Context: an optimization exercise on an open-source flow, tuned for a short achievable clock period and few clock cycles. The choices shown serve that exercise and are no tape-out recipe. In this exercise RTL edits were held to simulation tests only and were not proved equivalent to the original. Power is estimated from default activity; no workload was simulated.

==> design.v <==
`timescale 1ns/1ns
module reg_file (
    input  logic                      clk,
    input  logic                      rst,
    input  logic [5-1:0] rs1_addr,
    input  logic [5-1:0] rs2_addr,
    input  logic [5-1:0] rd_addr,
    input  logic [32-1:0]       rd_data,
    input  logic                      rd_write,
    output logic [32-1:0]       rs1_data,
    output logic [32-1:0]       rs2_data
);
    logic [32-1:0] regs [0:32-1];
    logic                wr_en;
    assign wr_en = rd_write && (rd_addr != '0);  
    always_ff @(posedge clk or posedge rst) begin
        if (rst) begin
            for (int i = 0; i < 32; i++) begin
                regs[i] <= '0;
            end
        end else if (wr_en) begin
            regs[rd_addr] <= rd_data;
        end
    end
    assign rs1_data = (wr_en && rd_addr == rs1_addr) ? rd_data : regs[rs1_addr];
    assign rs2_data = (wr_en && rd_addr == rs2_addr) ? rd_data : regs[rs2_addr];
endmodule
`timescale 1ns/1ns
module decode_unit (
    input  logic [32-1:0]       inst,
    output logic [8:0]                ctrl,
    output logic [32-1:0]       imm,
    output logic [5-1:0] rs1,
    output logic [5-1:0] rs2,
    output logic [5-1:0] rd
);
    localparam logic [6:0] OPC_OP     = 7'b0110011;
    localparam logic [6:0] OPC_OP_IMM = 7'b0010011;
    localparam logic [6:0] OPC_LOAD   = 7'b0000011;
    localparam logic [6:0] OPC_STORE  = 7'b0100011;
    localparam logic [6:0] OPC_BRANCH = 7'b1100011;
    localparam logic [6:0] OPC_LUI    = 7'b0110111;
    localparam logic [3:0] ALU_ADD    = 4'd0;
    localparam logic [3:0] ALU_SUB    = 4'd1;
    localparam logic [3:0] ALU_SLL    = 4'd2;
    localparam logic [3:0] ALU_SLT    = 4'd3;
    localparam logic [3:0] ALU_SLTU   = 4'd4;
    localparam logic [3:0] ALU_XOR    = 4'd5;
    localparam logic [3:0] ALU_SRL    = 4'd6;
    localparam logic [3:0] ALU_SRA    = 4'd7;
    localparam logic [3:0] ALU_OR     = 4'd8;
    localparam logic [3:0] ALU_AND    = 4'd9;
    localparam logic [3:0] ALU_PASS_B = 4'd10;  
    logic [6:0] opcode;
    logic [2:0] funct3;
    logic       funct7_b5;
    logic [3:0] arith_r;
    logic [3:0] arith_i;
    assign opcode    = inst[6:0];
    assign funct3    = inst[14:12];
    assign funct7_b5 = inst[30];
    assign rd        = inst[11:7];
    assign rs1       = inst[19:15];
    assign rs2       = inst[24:20];
    always_comb begin
        case (funct3)
            3'b000:  arith_r = funct7_b5 ? ALU_SUB : ALU_ADD;
            3'b001:  arith_r = ALU_SLL;
            3'b010:  arith_r = ALU_SLT;
            3'b011:  arith_r = ALU_SLTU;
            3'b100:  arith_r = ALU_XOR;
            3'b101:  arith_r = funct7_b5 ? ALU_SRA : ALU_SRL;
            3'b110:  arith_r = ALU_OR;
            default: arith_r = ALU_AND;
        endcase
        arith_i = (funct3 == 3'b000) ? ALU_ADD : arith_r;  
    end
    always_comb begin
        ctrl = '0;  
        case (opcode)
            OPC_OP:     ctrl = {5'b10000, arith_r};
            OPC_OP_IMM: ctrl = {5'b10001, arith_i};
            OPC_LOAD:   ctrl = {5'b11011, ALU_ADD};  
            OPC_STORE:  ctrl = {5'b00101, ALU_ADD};
            OPC_LUI:    ctrl = {5'b10001, ALU_PASS_B};
            default:    ctrl = '0;  
        endcase
    end
    always_comb begin
        case (opcode)
            OPC_OP_IMM,
            OPC_LOAD:   imm = {{20{inst[31]}}, inst[31:20]};
            OPC_STORE:  imm = {{20{inst[31]}}, inst[31:25], inst[11:7]};
            OPC_BRANCH: imm = {{20{inst[31]}}, inst[7], inst[30:25], inst[11:8], 1'b0};
            OPC_LUI:    imm = {inst[31:12], 12'b0};
            default:    imm = '0;
        endcase
    end
endmodule
`timescale 1ns/1ns
module branch_hazard_unit (
    input  logic [32-1:0]       inst,
    input  logic [32-1:0]       pc,
    input  logic [32-1:0]       imm,
    input  logic [32-1:0]       rs1_data,
    input  logic [32-1:0]       rs2_data,
    input  logic [5-1:0] ex_rd,
    input  logic                      ex_reg_write,
    input  logic                      ex_mem_read,
    input  logic [32-1:0]       ex_result,
    input  logic [5-1:0] mem_rd,
    input  logic                      mem_reg_write,
    input  logic                      mem_mem_read,
    input  logic [32-1:0]       mem_result,
    input  logic [5-1:0] wb_rd,
    input  logic                      wb_reg_write,
    input  logic [32-1:0]       wb_data,
    output logic                      stall,
    output logic                      branch_taken,
    output logic [32-1:0]       branch_target
);
    localparam logic [6:0] OPC_OP     = 7'b0110011;
    localparam logic [6:0] OPC_OP_IMM = 7'b0010011;
    localparam logic [6:0] OPC_LOAD   = 7'b0000011;
    localparam logic [6:0] OPC_STORE  = 7'b0100011;
    localparam logic [6:0] OPC_BRANCH = 7'b1100011;
    logic [6:0]                opcode;
    logic [5-1:0] rs1;
    logic [5-1:0] rs2;
    logic                      is_branch;
    logic                      uses_rs1;
    logic                      uses_rs2;
    logic                      load_ex_hit;
    logic                      load_mem_hit;
    logic                      cond;
    logic [32-1:0]       op_a;
    logic [32-1:0]       op_b;
    assign opcode    = inst[6:0];
    assign rs1       = inst[19:15];
    assign rs2       = inst[24:20];
    assign is_branch = (opcode == OPC_BRANCH);
    assign uses_rs1  = (opcode == OPC_OP) || (opcode == OPC_OP_IMM) || (opcode == OPC_LOAD) ||
                       (opcode == OPC_STORE) || (opcode == OPC_BRANCH);
    assign uses_rs2  = (opcode == OPC_OP) || (opcode == OPC_STORE) || (opcode == OPC_BRANCH);
    always_comb begin
        op_a = rs1_data;
        if (rs1 != '0) begin
            if (ex_reg_write && ex_rd == rs1) op_a = ex_result;
            else if (mem_reg_write && mem_rd == rs1) op_a = mem_result;
            else if (wb_reg_write && wb_rd == rs1) op_a = wb_data;
        end
        op_b = rs2_data;
        if (rs2 != '0) begin
            if (ex_reg_write && ex_rd == rs2) op_b = ex_result;
            else if (mem_reg_write && mem_rd == rs2) op_b = mem_result;
            else if (wb_reg_write && wb_rd == rs2) op_b = wb_data;
        end
    end
    always_comb begin
        case (inst[14:12])
            3'b000:  cond = (op_a == op_b);                    
            3'b001:  cond = (op_a != op_b);                    
            3'b100:  cond = ($signed(op_a) < $signed(op_b));   
            3'b101:  cond = ($signed(op_a) >= $signed(op_b));  
            3'b110:  cond = (op_a < op_b);                     
            3'b111:  cond = (op_a >= op_b);                    
            default: cond = 1'b0;
        endcase
    end
    assign load_ex_hit = ex_mem_read && (ex_rd != '0) &&
                         ((uses_rs1 && ex_rd == rs1) || (uses_rs2 && ex_rd == rs2));
    assign load_mem_hit = is_branch && mem_mem_read && (mem_rd != '0) &&
                          (mem_rd == rs1 || mem_rd == rs2);
    assign stall         = load_ex_hit || load_mem_hit;
    assign branch_taken  = is_branch && cond && !stall;
    assign branch_target = pc + imm;
endmodule
`timescale 1ns/1ns
module execute_unit (
    input  logic [8:0]                ctrl,
    input  logic [5-1:0] rs1_addr,
    input  logic [5-1:0] rs2_addr,
    input  logic [32-1:0]       rs1_data,
    input  logic [32-1:0]       rs2_data,
    input  logic [32-1:0]       imm,
    input  logic [5-1:0] mem_rd,
    input  logic                      mem_reg_write,
    input  logic [32-1:0]       mem_result,
    input  logic [5-1:0] wb_rd,
    input  logic                      wb_reg_write,
    input  logic [32-1:0]       wb_data,
    output logic [32-1:0]       alu_result,
    output logic [32-1:0]       store_data
);
    localparam logic [3:0] ALU_ADD    = 4'd0;
    localparam logic [3:0] ALU_SUB    = 4'd1;
    localparam logic [3:0] ALU_SLL    = 4'd2;
    localparam logic [3:0] ALU_SLT    = 4'd3;
    localparam logic [3:0] ALU_SLTU   = 4'd4;
    localparam logic [3:0] ALU_XOR    = 4'd5;
    localparam logic [3:0] ALU_SRL    = 4'd6;
    localparam logic [3:0] ALU_SRA    = 4'd7;
    localparam logic [3:0] ALU_OR     = 4'd8;
    localparam logic [3:0] ALU_AND    = 4'd9;
    localparam logic [3:0] ALU_PASS_B = 4'd10;  
    logic [32-1:0] op_a;
    logic [32-1:0] rs2_fwd;
    logic [32-1:0] op_b;
    logic [4:0]          shamt;
    always_comb begin
        op_a = rs1_data;
        if (rs1_addr != '0) begin
            if (mem_reg_write && mem_rd == rs1_addr) op_a = mem_result;
            else if (wb_reg_write && wb_rd == rs1_addr) op_a = wb_data;
        end
        rs2_fwd = rs2_data;
        if (rs2_addr != '0) begin
            if (mem_reg_write && mem_rd == rs2_addr) rs2_fwd = mem_result;
            else if (wb_reg_write && wb_rd == rs2_addr) rs2_fwd = wb_data;
        end
    end
    assign op_b       = ctrl[4] ? imm : rs2_fwd;
    assign shamt      = op_b[4:0];
    assign store_data = rs2_fwd;  
    always_comb begin
        case (ctrl[3:0])
            ALU_ADD:    alu_result = op_a + op_b;
            ALU_SUB:    alu_result = op_a - op_b;
            ALU_SLL:    alu_result = op_a << shamt;
            ALU_SLT:    alu_result = {31'b0, $signed(op_a) < $signed(op_b)};
            ALU_SLTU:   alu_result = {31'b0, op_a < op_b};
            ALU_XOR:    alu_result = op_a ^ op_b;
            ALU_SRL:    alu_result = op_a >> shamt;
            ALU_SRA:    alu_result = $signed(op_a) >>> shamt;
            ALU_OR:     alu_result = op_a | op_b;
            ALU_AND:    alu_result = op_a & op_b;
            ALU_PASS_B: alu_result = op_b;
            default:    alu_result = '0;
        endcase
    end
endmodule
`timescale 1ns/1ns
module riscv_pipe_top (
    input  logic                clk,
    input  logic                rst,
    output logic [32-1:0] imem_addr,
    input  logic [32-1:0] imem_data,
    output logic [32-1:0] dmem_addr,
    output logic                dmem_read,
    output logic                dmem_write,
    output logic [32-1:0] dmem_wdata,
    input  logic [32-1:0] dmem_rdata
);
    localparam int C_REG_WRITE  = 8;
    localparam int C_MEM_READ   = 7;
    localparam int C_MEM_WRITE  = 6;
    localparam int C_MEM_TO_REG = 5;
    logic [32-1:0]       pc;
    logic [32-1:0]       if_id_pc;
    logic [32-1:0]       if_id_inst;
    logic [8:0]                id_ex_ctrl;
    logic [5-1:0] id_ex_rs1;
    logic [5-1:0] id_ex_rs2;
    logic [5-1:0] id_ex_rd;
    logic [32-1:0]       id_ex_rs1_data;
    logic [32-1:0]       id_ex_rs2_data;
    logic [32-1:0]       id_ex_imm;
    logic [8:0]                ex_mem_ctrl;
    logic [5-1:0] ex_mem_rd;
    logic [32-1:0]       ex_mem_result;
    logic [32-1:0]       ex_mem_store_data;
    logic                      mem_wb_reg_write;
    logic                      mem_wb_mem_to_reg;
    logic [5-1:0] mem_wb_rd;
    logic [32-1:0]       mem_wb_result;
    logic [32-1:0]       mem_wb_rdata;
    logic [8:0]                dec_ctrl;
    logic [32-1:0]       dec_imm;
    logic [5-1:0] dec_rs1;
    logic [5-1:0] dec_rs2;
    logic [5-1:0] dec_rd;
    logic [32-1:0]       rf_rs1_data;
    logic [32-1:0]       rf_rs2_data;
    logic                      stall;
    logic                      branch_taken;
    logic [32-1:0]       branch_target;
    logic [32-1:0]       alu_result;
    logic [32-1:0]       store_data;
    logic [32-1:0]       wb_data;
    assign imem_addr = pc;
    always_ff @(posedge clk or posedge rst) begin
        if (rst) begin
            pc         <= 32'h0000_0000;
            if_id_inst <= 32'h0000_0013;
        end else if (branch_taken) begin
            pc         <= branch_target;
            if_id_inst <= 32'h0000_0013;  
        end else if (!stall) begin
            pc         <= pc + 32'd4;
            if_id_inst <= imem_data;
        end
    end
    always_ff @(posedge clk) begin
        if (!stall) if_id_pc <= pc;
    end
    decode_unit i_decode (
        .inst (if_id_inst),
        .ctrl (dec_ctrl),
        .imm  (dec_imm),
        .rs1  (dec_rs1),
        .rs2  (dec_rs2),
        .rd   (dec_rd)
    );
    reg_file i_reg_file (
        .clk      (clk),
        .rst      (rst),
        .rs1_addr (dec_rs1),
        .rs2_addr (dec_rs2),
        .rd_addr  (mem_wb_rd),
        .rd_data  (wb_data),
        .rd_write (mem_wb_reg_write),
        .rs1_data (rf_rs1_data),
        .rs2_data (rf_rs2_data)
    );
    branch_hazard_unit i_branch_hazard (
        .inst          (if_id_inst),
        .pc            (if_id_pc),
        .imm           (dec_imm),
        .rs1_data      (rf_rs1_data),
        .rs2_data      (rf_rs2_data),
        .ex_rd         (id_ex_rd),
        .ex_reg_write  (id_ex_ctrl[C_REG_WRITE]),
        .ex_mem_read   (id_ex_ctrl[C_MEM_READ]),
        .ex_result     (alu_result),
        .mem_rd        (ex_mem_rd),
        .mem_reg_write (ex_mem_ctrl[C_REG_WRITE]),
        .mem_mem_read  (ex_mem_ctrl[C_MEM_READ]),
        .mem_result    (ex_mem_result),
        .wb_rd         (mem_wb_rd),
        .wb_reg_write  (mem_wb_reg_write),
        .wb_data       (wb_data),
        .stall         (stall),
        .branch_taken  (branch_taken),
        .branch_target (branch_target)
    );
    always_ff @(posedge clk or posedge rst) begin
        if (rst) id_ex_ctrl <= '0;
        else     id_ex_ctrl <= stall ? 9'b0 : dec_ctrl;  
    end
    always_ff @(posedge clk) begin
        id_ex_rs1      <= dec_rs1;
        id_ex_rs2      <= dec_rs2;
        id_ex_rd       <= dec_rd;
        id_ex_rs1_data <= rf_rs1_data;
        id_ex_rs2_data <= rf_rs2_data;
        id_ex_imm      <= dec_imm;
    end
    execute_unit i_execute (
        .ctrl          (id_ex_ctrl),
        .rs1_addr      (id_ex_rs1),
        .rs2_addr      (id_ex_rs2),
        .rs1_data      (id_ex_rs1_data),
        .rs2_data      (id_ex_rs2_data),
        .imm           (id_ex_imm),
        .mem_rd        (ex_mem_rd),
        .mem_reg_write (ex_mem_ctrl[C_REG_WRITE]),
        .mem_result    (ex_mem_result),
        .wb_rd         (mem_wb_rd),
        .wb_reg_write  (mem_wb_reg_write),
        .wb_data       (wb_data),
        .alu_result    (alu_result),
        .store_data    (store_data)
    );
    always_ff @(posedge clk or posedge rst) begin
        if (rst) ex_mem_ctrl <= '0;
        else     ex_mem_ctrl <= id_ex_ctrl;
    end
    always_ff @(posedge clk) begin
        ex_mem_rd         <= id_ex_rd;
        ex_mem_result     <= alu_result;
        ex_mem_store_data <= store_data;
    end
    assign dmem_addr  = ex_mem_result;
    assign dmem_read  = ex_mem_ctrl[C_MEM_READ];
    assign dmem_write = ex_mem_ctrl[C_MEM_WRITE];
    assign dmem_wdata = ex_mem_store_data;
    always_ff @(posedge clk or posedge rst) begin
        if (rst) begin
            mem_wb_reg_write  <= 1'b0;
            mem_wb_mem_to_reg <= 1'b0;
        end else begin
            mem_wb_reg_write  <= ex_mem_ctrl[C_REG_WRITE];
            mem_wb_mem_to_reg <= ex_mem_ctrl[C_MEM_TO_REG];
        end
    end
    always_ff @(posedge clk) begin
        mem_wb_rd     <= ex_mem_rd;
        mem_wb_result <= ex_mem_result;
        mem_wb_rdata  <= dmem_rdata;
    end
    assign wb_data = mem_wb_mem_to_reg ? mem_wb_rdata : mem_wb_result;
endmodule
==> run.sh <==
#!/bin/bash
# synth_recipe.tcl (not shown) runs the flow's synth.tcl, then flattens the netlist and writes it again
# the make line also repeats each setting of config.mk as NAME=value (left out here)
make -C /OpenROAD-flow-scripts/flow DESIGN_CONFIG=/design/flow/config.mk WORK_HOME=/design/flow/orfs CLKGATE_MAP_FILE= SYNTH_SCRIPT=/design/flow/synth_recipe.tcl finish
==> config.mk <==
export PLATFORM = sky130hd
export DESIGN_NAME = riscv_pipe_top
export DESIGN_NICKNAME = riscv_pipe_top
export VERILOG_FILES = /design/flow/design.v
export SDC_FILE = /design/flow/constraint.sdc
export NUM_CORES = 4
export LEC_CHECK = 0
export CAP_MARGIN = 20
export CELL_PAD_IN_SITES_DETAIL_PLACEMENT = 2
export CELL_PAD_IN_SITES_GLOBAL_PLACEMENT = 2
export CORE_MARGIN = 2
export CORE_UTILIZATION = 30
export SLEW_MARGIN = 20
==> constraint.sdc <==
create_clock -name core_clock -period 11.0 [get_ports {clk}]
set_input_delay 2.2000 -clock core_clock [delete_from_list [all_inputs] [get_ports {clk}]]
set_output_delay 2.2000 -clock core_clock [all_outputs]
set_load 0.01 [all_outputs]
==> results.yml <==
status:
  status: "no timing/DRC/antenna violations"
cts:
  tritoncts: "done"
  cts_setup_buffers: 0
  numCtsBuffers: 169
  cts_buffer_depth: 3
  holdBufCountCts: 0
  worstSkewPairLatency_ns: 0.87
  clk_pin_slew_ns: 0.06
  clock-root-buffer: "clkbuf_16"
  h-tree-depth: 4
  clock-sinks: 1382
floorplanning:
  die_x_um: 501
  dieHeight_um: 501
  pin_count: 164
  rows: 182
  die_area_um2: 251000
  floorplan.initialDensity_pct: 30.2
  coreArea_um2: 246000
sta:
  maxSlewViolCount: 0
  hold_slack_ns: 0.369
  rsz0062_at_grt: "no"
  fin_crit_ns: 10.50
  final_hold_viol_count: 0
  skew_ns: 0.0362
  max_freq_ghz: 0.0952
  setup_ws_ns: 0.497
  tns_ns: 0
  setup_viol_count_final: 0
  final.period_utilization_pct: 95.5
  slew_headroom_pct: 16.2
  worstMarginPinSlew_ns: 1.25
place:
  dpl_worst_slack_ns: 0.103
  dp_hpwl_um: 312000
  dp.cells: 11400
  routabilityCongestion: 0.952
  io_buffers: 163
  placed_area_um2: 80800
layout:
  regMostFlops: "i_reg_file.regs"
  seq_area_um2: 33500
  synthToLayoutAreaGrowth_pct: 17.0
  final_area_um2: 86700
  largest_reg_flops: 1024
  n_fill_cell: 26800
  finalNetCount: 8563
  fin_util_pct: 35.3
  multi_input_area_um2: 38300
  instances_no_fill: 11700
  final_layout_size_suffix_gt1_share_pct: 11.0
route:
  drc: 0
  dr.pass1.iters: 6
  maxUsedRoutingLayer: "met5"
  postRouteAntennaNets: 0
  vias: 76500
  routed-wl-met3_um: 40700
  finalWirelength_um: 469000
  via_per_inst: 6.54
  wl_per_cell_um: 40.1
  wl_met1_um: 207000
  wl_met2_um: 198000
  drtIter0Drc: 9421
logic_synthesis:
  syn_nets: 8679
  ys_ff_latch: 1382
  synth-compound-area-share_pct: 27.9
  synth_warnings: 6
  yosys_most_used_dff: "dfrtp_1"
  yosysSeqAreaShare_pct: 45.2
  synth_top_family_by_area: "compound AO/OA/AOI/OAI gates"
  synthAdderAreaFrac_pct: 2.80
  synth_area_leader_cell: "dfrtp_1"
  synth_top_area_share_pct: 37.1
  synth-edff-count: 32
  synthArstFlopShare_pct: 79.7
  avgSynthCellArea_um2: 8.77
  yosys.area_share.simple_pct: 14.4
  synth_xor_area_share_pct: 0.969
  synthTopCellsByArea: "dfrtp_1 (37%), dfxtp_1 (6.7%), a22oi_1 (6.5%)"
  yosys-mux-area-fraction_pct: 3.76
  syn_inst: 8449
  ys_types: 107
  synth_area_um2: 74100
global_routing:
  grt_pass1_wl_um: 650000
  grt_max_degree: 166
  grtUsageTotal_pct: 36.6
  grt_overflow: 0
  grt_pass1_vias: 78100
  antenna_found_initial: 26
critical_path:
  path_common_cell: "a21oi_1"
  start_kind: "flop"
  cp_num_buf_inv: 5
  end_kind: "flop"
  slowest_stage: "dfxtp_1"
  cp_top_family: "compound AO/OA/AOI/OAI gates"
  critical_path.max_stage_delay_ns: 0.67
  crit_cells: 37
  reg2reg_depth: 37
  critical_path_class: "reg2reg"
  required_ns: 11.76
  crit_arrival_ns: 11.26
  cp_max_fo: 46
power:
  p_leak_nw: 36.6
  vdd_ir_drop_max_uv: 144
  finalPower_mw: 13.2
  power_density_nw_per_um2: 152
job:
  cap_violations: 0
min_path:
  worstHoldPathCells: 0
  worstHoldPathType: "reg2reg"
## final cells by class
cell class | instances | area share (%)
antenna | 16 | 0.0462
clock buffer | 241 | 5.68
clock inverter | 66 | 1.05
inverter | 147 | 0.653
multi-input combinational | 6137 | 44.2
sequential | 1382 | 38.6
tap | 3220 | 4.64
timing repair buffer | 496 | 5.14
## worst register-to-register path, delay by kind of cell, from the launching register on
family	cells	cell delay, ns
xor+xnor	1	0.19
flops	1	0.67
compound gates	16	4.41
mux	1	0.38
fa+ha+maj	2	0.62
simple gates	12	3.02
buf+inv	5	1.14
## Yosys cell counts, types with 16 or more instances
cell type	number
a22oi_1	642
mux2i_1	205
a22o_1	121
a221o_1	34
a31oi_1	26
nand2b_1	40
nor3_1	80
a222oi_1	64
xor2_1	41
and3_1	54
buf_1	71
dfrtp_1	1098
a221oi_1	150
a211oi_1	39
o21bai_1	45
nand4_1	132
o21ai_0	691
o22ai_1	64
inv_2	16
nand2_1	848
nand3_1	194
nor2b_1	30
or3_1	20
ha_1	161
a21oi_1	903
o221ai_1	35
mux2_2	55
o21a_1	24
xnor2_1	41
dfxtp_1	249
clkbuf_1	650
edfxtp_1	32
a21o_1	89
buf_2	46
inv_1	128
nor2_1	931
o211ai_1	72
nor4_1	65
o221a_2	18
## layout by cell type, fill, tap and decap left out, types with 150 or more instances in the layout
cell,Yosys,layout
dfxtp_1,249,248
nand3_1,194,194
clkdlybuf4s50_1,0,163
buf_4,7,306
nand2_1,848,833
a21oi_1,903,901
a22oi_1,642,642
dfrtp_1,1098,1096
nor2_1,931,857
ha_1,161,161
mux2i_1,205,173
clkbuf_16,0,173
a221oi_1,150,150
o21ai_0,691,689
## routing by layer
layer / track usage, % / vias up
met5: 0 / -
met4: 16.2 / 2
met3: 7.71 / 1055
met2: 53.3 / 3971
met1: 51.7 / 40700
li1: - / 30800
## where the power goes
| group | switching, mW | internal [mW] |
|---|---|---|
| clock network | 2.52 | 3.51 |
| registers | 0.260 | 5.29 |
| logic | 1.14 | 0.507 |
## what timing repair did
item | in CTS | in global routing
resized for setup | 0 | 12
endpoints found under the setup margin | 0 | 64
endpoints found under the hold margin | 0 | 0
## path summary, 6_finish.rpt
path	slack (ns)	to	start
min	0.37	ex_mem_ctrl[6]$_DFF_PP0_	id_ex_ctrl[6]$_DFF_PP0_
max in group asynchronous	7.14	if_id_inst[26]$_DFFE_PP0P_	rst
min in group asynchronous	1.74	i_reg_file.regs[1][21]$_DFFE_PP0P_	rst
max reg2reg	0.50	pc[4]$_DFFE_PP0P_	mem_wb_rd[0]$_DFF_P_
min reg2reg	0.37	ex_mem_ctrl[6]$_DFF_PP0_	id_ex_ctrl[6]$_DFF_PP0_
max	0.50	pc[4]$_DFFE_PP0P_	mem_wb_rd[0]$_DFF_P_
## cells by family after synthesis
| logic type | Yosys count |
|---|---|
| compound gates | 3165 |
| xor+xnor | 82 |
| fa+ha+maj | 164 |
| buf+inv | 930 |
| flops | 1382 |
| mux | 266 |
| simple gates | 2460 |
Testbench counts, summed over its fixed seeds: cycles 118,411.

-- static timing again, ports no longer ideal --
No port has a modelled driver above. Below, the same layout with a new extraction and two added sets of constraints.
Step 1, drivers: a clkbuf_16 drives clk and a buf_2 each remaining input, both assumed.
Step 2 adds t to the input delays and takes it off the output delays; t is the mean of the earliest and latest rising clock arrival at the registers after step 1. Input paths then give back, and output paths get back, about the clock's delay inside the block.
Three values: ideal ports, drivers, drivers and shift; two values: the first two.
shift t [ns]: 0.943
setup WS [ns]: 0.497 / 0.497 / 0.497
clock arrival spread, ns: 0.038 / 0.038
worst slew at a driven data input, ns: 0.18
After both steps setup and hold are still met in this run. For this run, drivers alone change the setup slack by 0.000 ns; drivers and shift together by 0.000 ns.
